This is an optimization exercise on Yosys and OpenROAD, whose aim is small area, a short achievable clock period and few clock cycles per item, not a production implementation. The RTL was checked by simulation tests, not by an equivalence proof against the original design.

==> flow/design.v (excerpt) <==
module asin_top
(
    input  logic        clock,
    input  logic        i_rst,
    input  logic        i_valid,
    output logic        o_ready,
    input  logic [31:0] i_x,
    output logic        o_valid,
    input  logic        i_ready,
    output logic [31:0] o_asin
);
For scale: ~8,500 cells after synthesis, about 70 I/O pins, ~0.072 mm^2 of cells after synthesis.
==> flow/config.mk <==
export PLATFORM = sky130hd
export DESIGN_NAME = asin_top
export DESIGN_NICKNAME = asin_top
export VERILOG_FILES = /design/flow/design.v
export SDC_FILE = /design/flow/constraint.sdc
export NUM_CORES = 4
export LEC_CHECK = 0
export ABC_AREA = 1
export CAP_MARGIN = 20
export CORE_MARGIN = 2
export CORE_UTILIZATION = 55
export PLACE_DENSITY = 0.65
export SLEW_MARGIN = 20
export SYNTH_HIERARCHICAL = 1
export SYNTH_MINIMUM_KEEP_SIZE = 0
==> flow/constraint.sdc <==
create_clock -name core_clock -period 27.0 [get_ports {clock}]
set_input_delay 5.4000 -clock core_clock [delete_from_list [all_inputs] [get_ports {clock}]]
set_output_delay 5.4000 -clock core_clock [all_outputs]
set_load 0.01 [all_outputs]
run.sh (not shown) runs the stock make flow with config.mk's settings and CLKGATE_MAP_FILE= SYNTH_SCRIPT=/design/flow/synth_recipe.tcl, a recipe that flattens the netlist after the stock synthesis.
Testbench counts at the start, summed over its fixed seeds: cycles 4,872, items 4,800.
Next try:
==> flow/flow/run.sh (new file) <==
#!/bin/bash
# The standard layout (the standard.sh, which also runs the standard
# synthesis), with two changes to how it is made:
#  - the timing repair after floorplan, CTS and global routing is asked to
#    leave setup slack well beyond what the clock needs (flow/margin.txt, ns),
#    so the layout runs faster than the constraint requires;
#  - the port buffers are sky130_fd_sc_hd__buf_2 rather than the delay
#    buffer buffer_ports picks on its own.
# The clock period and every constraint stay the design's own.
# The full make output goes to standard_flow.log here; ORFS keeps each
# tool's log under orfs/logs.
set -euo pipefail
MARGIN=$(cat flow/margin.txt)
bash standard.sh SETUP_SLACK_MARGIN="$MARGIN" \
    BUFFER_PORTS_ARGS="-buffer_cell sky130_fd_sc_hd__buf_2" finish > standard_flow.log 2>&1
==> flow/flow/margin.txt (new file) <==
20.6
==> flow/standard.sh (new file) <==
#!/bin/bash
# synth_recipe.tcl (not shown) runs the flow's synth.tcl, then flattens the netlist and writes it again
# the make line also repeats each setting of config.mk as NAME=value (left out here)
make -C /OpenROAD-flow-scripts/flow DESIGN_CONFIG=/design/flow/config.mk WORK_HOME=/design/flow/orfs CLKGATE_MAP_FILE= SYNTH_SCRIPT=/design/flow/synth_recipe.tcl "${@:-finish}"
removed: flow/run.sh
=>
- cell count grows by 0.38%
- die area is unchanged
- critical path depth is unchanged
- synthesized area stays the same
- worst setup slack improved by 0.45 ns
- final area grows by 0.40%
- clock-buffer cell count shrinks by 2


v57:
asin_top, a different RTL version from the one above (not shown whole).
For scale: about 8400 cells after synthesis, about 70 I/O pins, about 72000 sq um of cells after synthesis.
## asin_top
module asin_top
(
    input  logic        clock,
    input  logic        i_rst,
    input  logic        i_valid,
    output logic        o_ready,
    input  logic [31:0] i_x,
    output logic        o_valid,
    input  logic        i_ready,
    output logic [31:0] o_asin
);
    function automatic logic [31:0] fnorm(input logic sign, input logic [7:0] e0,
                                          input logic [23:0] ph, input logic zero);
        logic [7:0]  e1;
        e1 = e0 - 8'd1;
        if (zero)
            fnorm = '0;
        else
            fnorm = {sign, ph[23] ? e0 : e1, ph[23] ? ph[22:0] : {ph[21:0], 1'b0}};
    endfunction
    function automatic logic [24:0] add24(input logic [23:0] a, input logic [23:0] b,
                                          input logic ci);
        logic [23:0] g;
        logic [23:0] p;
        logic [23:0] gn;
        logic [23:0] pn;
        logic [24:0] c;
        g = a & b;
        p = a ^ b;
        g[0] = g[0] | (p[0] & ci);
        for (int span = 1; span < 24; span = span * 2)
        begin
            gn = g;
            pn = p;
            for (int i = 0; i < 24; i++)
                if ((i / span) % 2 == 1)
                begin
                    gn[i] = g[i] | (p[i] & g[(i / span) * span - 1]);
                    pn[i] = p[i] & p[(i / span) * span - 1];
                end
            g = gn;
            p = pn;
        end
        c = {g, ci};
        add24 = {c[24], (a ^ b) ^ c[23:0]};
    endfunction
    function automatic logic [31:0] fmul3(input logic [31:0] a);
        logic [25:0] t;
        logic [7:0]  e1;
        logic [7:0]  e2;
        t  = {2'b01, a[22:0]} + {1'b1, a[22:0], 1'b0};
        e2 = a[30:23] + 8'd2;
        e1 = a[30:23] + 8'd1;
        if (a[30:0] == '0)
            fmul3 = '0;
        else
            fmul3 = {a[31], t[25] ? e2 : e1, t[25] ? t[24:2] : {t[23:2], 1'b0}};
    endfunction
    function automatic logic [31:0] fdiv6(input logic [31:0] a, input logic [25:0] d);
        logic [22:0] a3;
        logic [2:0]  lo;
        logic [8:0]  e;
        logic [7:0]  eo;
        logic [22:0] m;
        a3 = d[22:0];
        case (d[25:24])
            2'd0:    lo = 3'd1;
            2'd1:    lo = 3'd3;
            default: lo = 3'd6;
        endcase
        m  = a3[22] ? {a3[21:0], lo[2]} : {a3[20:0], lo[2:1]};
  ...
clock: 27.0 ns
lec_check: 0
abc_area: 1
cap_margin: 20
core_margin: 2
core_utilization: 65
cts_cluster_diameter: 120
cts_cluster_size: 24
place_density: 0.75
slew_margin: 20
synth_hierarchical: 1
synth_minimum_keep_size: 0
standard.sh (not shown) runs the stock make flow with config.mk's settings and CLKGATE_MAP_FILE= SYNTH_SCRIPT=/design/flow/synth_recipe.tcl, a recipe that flattens the netlist after the stock synthesis.
==> flow/flow/run.sh <==
#!/bin/bash
# The standard layout (the standard.sh, which also runs the standard
# synthesis), with two changes to how it is made:
#  - the timing repair after floorplan, CTS and global routing is asked to
#    leave setup slack well beyond what the clock needs (flow/margin.txt, ns),
#    so the layout runs faster than the constraint requires;
#  - the port buffers are sky130_fd_sc_hd__buf_2 rather than the delay
#    buffer buffer_ports picks on its own.
# The clock period and every constraint stay the design's own.
# The full make output goes to standard_flow.log here; ORFS keeps each
# tool's log under orfs/logs.
set -euo pipefail
MARGIN=$(cat flow/margin.txt)
bash standard.sh SETUP_SLACK_MARGIN="$MARGIN" \
    BUFFER_PORTS_ARGS="-buffer_cell sky130_fd_sc_hd__buf_2" finish > standard_flow.log 2>&1
==> flow/flow/margin.txt <==
20.6
Testbench counts of v57, summed over its fixed seeds: cycles 4,872, items 4,800.
Input changes introduced in v11 (baseline for comparison: v57):
Settings: a deleted CTS_CLUSTER_SIZE that had been 24; a change of CORE_UTILIZATION from 65 to 55; a deleted CTS_CLUSTER_DIAMETER that had been 120; a change of PLACE_DENSITY from 0.75 to 0.65.
Results
- The top routing layer in use comes out met4 in one run and met5 in the other, namely in v57 and v11 respectively.
- Sequential share of layout area, v57 and v11: higher on v57
- Delta (v11 minus v57): synthesized area barely changed, met1 demand-to-capacity share in global routing dropped 5.4 points.
Input-level comparison between v7 and v11:
Settings: changing PLACE_DENSITY from 0.65 to 0.75; changing CORE_UTILIZATION from 55 to 65.
Findings:
- On global placement routability congestion: v7 sits above v11.
- Total wire length (v7 over v11): decrease, 1.6 mm
- Final area delta (v7 − v11): favourable
- Comparing v11 with v7, the achievable clock frequency came out essentially unchanged.
- Delta (v7 minus v11): transition time at the pin with the least slew margin went up 0.028 ns.
- Compared with v11, v7 has less setup slack.
Setup changes, v7 to v29
Settings: PLACE_DENSITY changed from 0.75 to 0.65; CTS_CLUSTER_SIZE newly set to 24; CORE_UTILIZATION changed from 65 to 55; CTS_CLUSTER_DIAMETER newly set to 120.
[summary]
- v7 → v29: final non-filler cell area shrank by 1.7%, routed wire length held steady.
- In v29, the worst-case setup slack after placement came out 0.076 ns below the value in v7.
- Per the comparison of v29 with v7, worst hold slack went down.
- Area taken by multi-input logic gates delta (v7 -> v29): insignificant


Another version of the RTL of asin_top (not shown whole).
For scale: roughly 8900 cells after synthesis, roughly 780 flip-flops, ~70 I/O pins, about 80000 um^2 of cells after synthesis.
make LEC_CHECK=0 ABC_CLOCK_PERIOD_IN_PS=5000 CAP_MARGIN=20 CORE_MARGIN=2 CORE_UTILIZATION=55 PLACE_DENSITY=0.65 SLEW_MARGIN=20 finish   # period 27.0 ns
run.sh (not shown) runs the stock make flow with config.mk's settings and CLKGATE_MAP_FILE= SYNTH_SCRIPT=/design/flow/synth_recipe.tcl, a recipe that flattens the netlist after the stock synthesis.
Stock flow here: none of the scripts above is used.
The first run finished clean.
Testbench counts at the start, summed over its fixed seeds: cycles 4,872, items 4,800.
Then changed:
==> flow/flow/run.sh (new file) <==
#!/bin/bash
# The standard layout, with the timing repair after placement, CTS and
# global routing asked to leave setup slack well beyond what the clock
# needs, so that the layout runs faster than the constraint requires.
# The clock period and every constraint stay the design's own.
set -euo pipefail
MARGIN=$(cat flow/margin.txt)
bash standard.sh SETUP_SLACK_MARGIN="$MARGIN" finish > standard_flow.log 2>&1
==> flow/flow/margin.txt (new file) <==
19
==> flow/standard.sh (new file) <==
#!/bin/bash
# synth_recipe.tcl (not shown) runs the flow's synth.tcl, then flattens the netlist and writes it again
# the make line also repeats each setting of config.mk as NAME=value (left out here)
make -C /OpenROAD-flow-scripts/flow DESIGN_CONFIG=/design/flow/config.mk WORK_HOME=/design/flow/orfs CLKGATE_MAP_FILE= SYNTH_SCRIPT=/design/flow/synth_recipe.tcl "${@:-finish}"
removed: flow/run.sh
After rerunning:
- The new run produced a clean layout
- cell count stays flat
- count of clock-buffer cells in the layout stays the same
- die area does not change
- via count stays flat

==> port drivers added, routing unchanged <==
In the flow no input, the clock included, has a driving cell. The finished layouts below were timed again as built, in two steps. Step 1, drivers: a clkbuf_16 drives clock and a buf_2 each remaining input, both assumed. Step 2 also shifts input and output timing later by t, the mid clock arrival at the registers, as if the neighbouring blocks saw the same clock. Three values: ideal, step 1, step 2; two values: the first two.
run | t (ns) | setup WS [ns] | worst hold slack (ns) | worst setup path at the end | pins driven straight from the clock port
the first run of note 1 | 0.758 | 19.966 / 19.889 / 19.587 | 0.292 / 0.292 / 0.292 | input to register | 1
the second run of note 1 | 0.765 | 20.420 / 20.341 / 20.526 | 0.294 / 0.294 / 0.294 | input to register | 1
v57 | 0.686 | 20.505 / 20.433 / 20.230 | 0.307 / 0.307 / 0.307 | input to register | 1
v11 | 0.742 | 20.461 / 20.374 / 20.012 | 0.285 / 0.285 / 0.285 | input to register | 1
v7 | 0.730 | 20.455 / 20.384 / 20.088 | 0.307 / 0.307 / 0.307 | input to register | 1
v29 | 0.707 | 20.481 / 20.408 / 20.186 | 0.297 / 0.297 / 0.297 | input to register | 1
the first run of note 3 | 0.768 | 18.084 / 18.084 / 18.084 | 0.290 / 0.290 / 0.290 | register to register | 1
the second run of note 3 | 0.766 | 19.448 / 19.448 / 19.448 | 0.287 / 0.287 / 0.287 | register to register | 1
After both steps every run listed still meets setup and hold. The setup slack of v11, which loses most, moves by -0.087 ns with the drivers and by -0.449 ns with both steps.
